What follows belongs to an exercise in optimizing a design on an open flow for small area, a short achievable clock period and few clock cycles per item; a production flow would make more cautious choices. Where RTL was checked, it was by simulation tests only, not by an equivalence proof against the original. Power and IR drop assume default switching activity.

==> module ooo_core, before the edit <==
module ooo_core (
    input  logic       clk,
    input  logic       rst,
    input  logic       in_valid,
    input  logic [2:0] in_op,
    input  logic [2:0] in_dst,
    input  logic [2:0] in_src_a,
    input  logic [2:0] in_src_b,
    input  logic [7:0] in_imm,
    output logic       retire_valid,
    output logic [2:0] retire_dst,
    output logic [7:0] retire_value
);
    logic       x_valid;
    logic [2:0] x_dst;
    logic [1:0] x_op;
    logic [7:0] x_a;
    logic [7:0] x_b;
    logic       x_fwd_a;
    logic       x_fwd_b;
    logic [7:0] regfile [8];
    logic       ldi;
    logic [7:0] a;
    logic [7:0] b;
    logic [7:0] sum;
    logic [7:0] result;
    logic [7:0] wdata;
    logic [7:0] wen;
    logic       rst_q;
    logic [7:0] sel_a;
    logic [7:0] sel_b;
    logic [7:0] rd_a;
    logic [7:0] rd_b;
    assign ldi = in_op[2];
    always_comb begin
        rd_a = '0;
        rd_b = '0;
        for (int r = 0; r < 8; r++) begin
            sel_a[r] = !rst_q && in_src_a == 3'(r);
            sel_b[r] = !rst_q && !ldi && in_src_b == 3'(r);
            rd_a = rd_a | (regfile[r] & {8{sel_a[r]}});
            rd_b = rd_b | (regfile[r] & {8{sel_b[r]}});
        end
    end
    always_ff @(posedge clk) begin
        rst_q <= rst;
        x_valid <= in_valid && !rst;
        x_dst <= in_dst;
        x_op <= ldi ? 2'd0 : in_op[1:0];
        x_a <= ldi ? in_imm : rd_a;
        x_b <= rd_b;
        x_fwd_a <= !ldi && x_valid && in_src_a == x_dst;
        x_fwd_b <= !ldi && x_valid && in_src_b == x_dst;
    end
    assign a = x_fwd_a ? retire_value : x_a;
    assign b = x_fwd_b ? retire_value : x_b;
    assign sum = a + (b ^ {8{x_op[0]}}) + {7'd0, x_op[0]};
    always_comb begin
        case (x_op)
            2'd2:    result = a & b;
            2'd3:    result = a ^ b;
            default: result = sum;
        endcase
    end
    assign wdata = rst_q ? 8'd0 : result;
    for (genvar r = 0; r < 8; r++) begin : g_wen
        assign wen[r] = rst_q || (x_valid && x_dst == 3'(r));
    end
    always_ff @(posedge clk) begin
        for (int r = 0; r < 8; r++) begin
            if (wen[r]) begin
                regfile[r] <= wdata;
            end
        end
    end
    always_ff @(posedge clk) begin
        retire_valid <= x_valid && !rst;
        retire_dst <= x_dst;
        retire_value <= result;
    end
endmodule
export LEC_CHECK = 0
export ABC_AREA = 1
export CAP_MARGIN = 20
export CORE_MARGIN = 2
export CORE_UTILIZATION = 40
export PLACE_DENSITY = 0.6
export SETUP_SLACK_MARGIN = 5
export SLEW_MARGIN = 20
export TNS_END_PERCENT = 10
create_clock -name core_clock -period 8.0 [get_ports {clk}]
standard.sh (not shown) runs the stock make flow with config.mk's settings and CLKGATE_MAP_FILE= SYNTH_SCRIPT=/design/flow/synth_recipe.tcl, a recipe that flattens the netlist after the stock synthesis.
==> flow/flow/run.sh <==
#!/bin/bash
# The standard layout, with three changes:
#  - synthesis maps logic with an area-oriented ABC script (flow/area.abc) and
#    without ORFS's half/full-adder cell mapping; registers are mapped exactly
#    as in the standard synthesis, which runs the same script otherwise;
#  - timing repair aims below the limit the standard settings allow;
#  - ports are buffered with buf_2 cells instead of the cell buffer_ports picks.
# Each step's full log is in orfs/logs; make's own output is in standard_flow.log.
set -euo pipefail
here=$(pwd)
export MY_ABC_SCRIPT=$here/flow/area.abc
bash standard.sh SYNTH_SCRIPT=$here/flow/synth.tcl ADDER_MAP_FILE= SETUP_SLACK_MARGIN=${MARGIN:-6.0} "BUFFER_PORTS_ARGS=-buffer_cell sky130_fd_sc_hd__buf_2" finish > standard_flow.log 2>&1
==> flow/flow/area.abc <==
strash
ifraig
scorr
dc2
strash
&get -n
&dch -f
&nf
&put
topo
stime -c
==> flow/flow/synth.tcl <==
proc synth {args} { yosys synth -nofsm -noshare {*}$args }
# Map logic with the area-oriented ABC script given in MY_ABC_SCRIPT instead of ORFS's
proc abc {args} {
  set i [lsearch -exact $args -script]
  if {$i >= 0} { set args [lreplace $args $i [expr {$i + 1}] -script $::env(MY_ABC_SCRIPT)] }
  yosys abc {*}$args
}
source $::env(SCRIPTS_DIR)/synth.tcl
# left out here: clear keep_hierarchy, flatten, clean up, hide names made inside functions, write 1_2_yosys.v
Testbench counts at the start, summed over its fixed seeds: cycles 4,816, items 4,800.
==> next run, changes <==
--- a/flow/design.v
+++ b/flow/design.v
@@ -37,4 +37,6 @@
     logic [7:0] rd_a;
     logic [7:0] rd_b;
+    logic       hit_a;
+    logic       hit_b;
     assign ldi = in_op[2];
     always_comb begin
@@ -47,4 +49,8 @@
             rd_b = rd_b | (regfile[r] & {8{sel_b[r]}});
         end
+        hit_a = retire_valid && in_src_a == retire_dst;
+        hit_b = retire_valid && !ldi && in_src_b == retire_dst;
+        if (hit_a) rd_a = retire_value;
+        if (hit_b) rd_b = retire_value;
     end
     always_ff @(posedge clk) begin
@@ -60,5 +66,28 @@
     assign a = x_fwd_a ? retire_value : x_a;
     assign b = x_fwd_b ? retire_value : x_b;
-    assign sum = a + (b ^ {8{x_op[0]}}) + {7'd0, x_op[0]};
+    logic [7:0] bx;
+    logic [7:0] pg_p [4];
+    logic [7:0] pg_g [4];
+    assign bx = b ^ {8{x_op[0]}};
+    always_comb begin
+        pg_p[0] = a ^ bx;
+        pg_g[0] = a & bx;
+        pg_g[0][0] = (a[0] & bx[0]) | (pg_p[0][0] & x_op[0]);
+        for (int l = 0; l < 3; l++) begin
+            for (int i = 0; i < 8; i++) begin
+                if (i >= (1 << l)) begin
+                    pg_g[l+1][i] = pg_g[l][i] | (pg_p[l][i] & pg_g[l][i-(1<<l)]);
+                    pg_p[l+1][i] = pg_p[l][i] & pg_p[l][i-(1<<l)];
+                end else begin
+                    pg_g[l+1][i] = pg_g[l][i];
+                    pg_p[l+1][i] = pg_p[l][i];
+                end
+            end
+        end
+        sum[0] = pg_p[0][0] ^ x_op[0];
+        for (int i = 1; i < 8; i++) begin
+            sum[i] = pg_p[0][i] ^ pg_g[3][i-1];
+        end
+    end
     always_comb begin
         case (x_op)
@@ -68,7 +97,7 @@
         endcase
     end
-    assign wdata = rst_q ? 8'd0 : result;
+    assign wdata = rst_q ? 8'd0 : retire_value;
     for (genvar r = 0; r < 8; r++) begin : g_wen
-        assign wen[r] = rst_q || (x_valid && x_dst == 3'(r));
+        assign wen[r] = rst_q || (retire_valid && retire_dst == 3'(r));
     end
     always_ff @(posedge clk) begin
After rerunning: The changed run finished with timing, DRC and antenna clean; global-route usage climbs by 2.0 points; wire length climbs by 19%; final cell count climbs by about 15%; first-iteration DRC count climbs by about 25%; final area climbs by about 13%; setup slack gains 0.11 ns; area after synthesis climbs by 4.4%; core utilization climbs by 3.7 points; power drops by 2.3%; sequential power climbs by about 0.9%; non-clock buffer count climbs by 31.
No functional check of the RTL was part of the second run of this note.

[static timing again, ports no longer ideal]
In the flow no input, the clock included, has a driving cell. The finished layouts below were timed again as built, in two steps. Step 1: set_driving_cell puts a clkbuf_16 on clk and a buf_2 on each other input, an assumption about the parent block. Step 2 adds t to the input delays and takes it off the output delays; t is the mean of the earliest and latest rising clock arrival at the registers after step 1. Input paths then give back, and output paths get back, about the clock's delay inside the block. a / b / c = ideal ports / drivers / drivers and shift; a / b = the first two.
| run | t, ns | slack for setup (ns) | clock arrival spread, ns | worst data-port slew with drivers (ns) | cell pins on the clock port's net |
|---|---|---|---|---|---|
| the first run | 0.405 | 5.195 / 5.211 / 4.806 | 0.010 / 0.010 | 0.04 | 1 |
| the second run | 0.391 | 5.300 / 5.223 / 4.833 | 0.014 / 0.013 | 0.13 | 1 |
After both steps setup and hold are still met in every run listed. The setup slack of the second run, which loses most, moves by -0.077 ns with the drivers and by -0.467 ns with both steps.
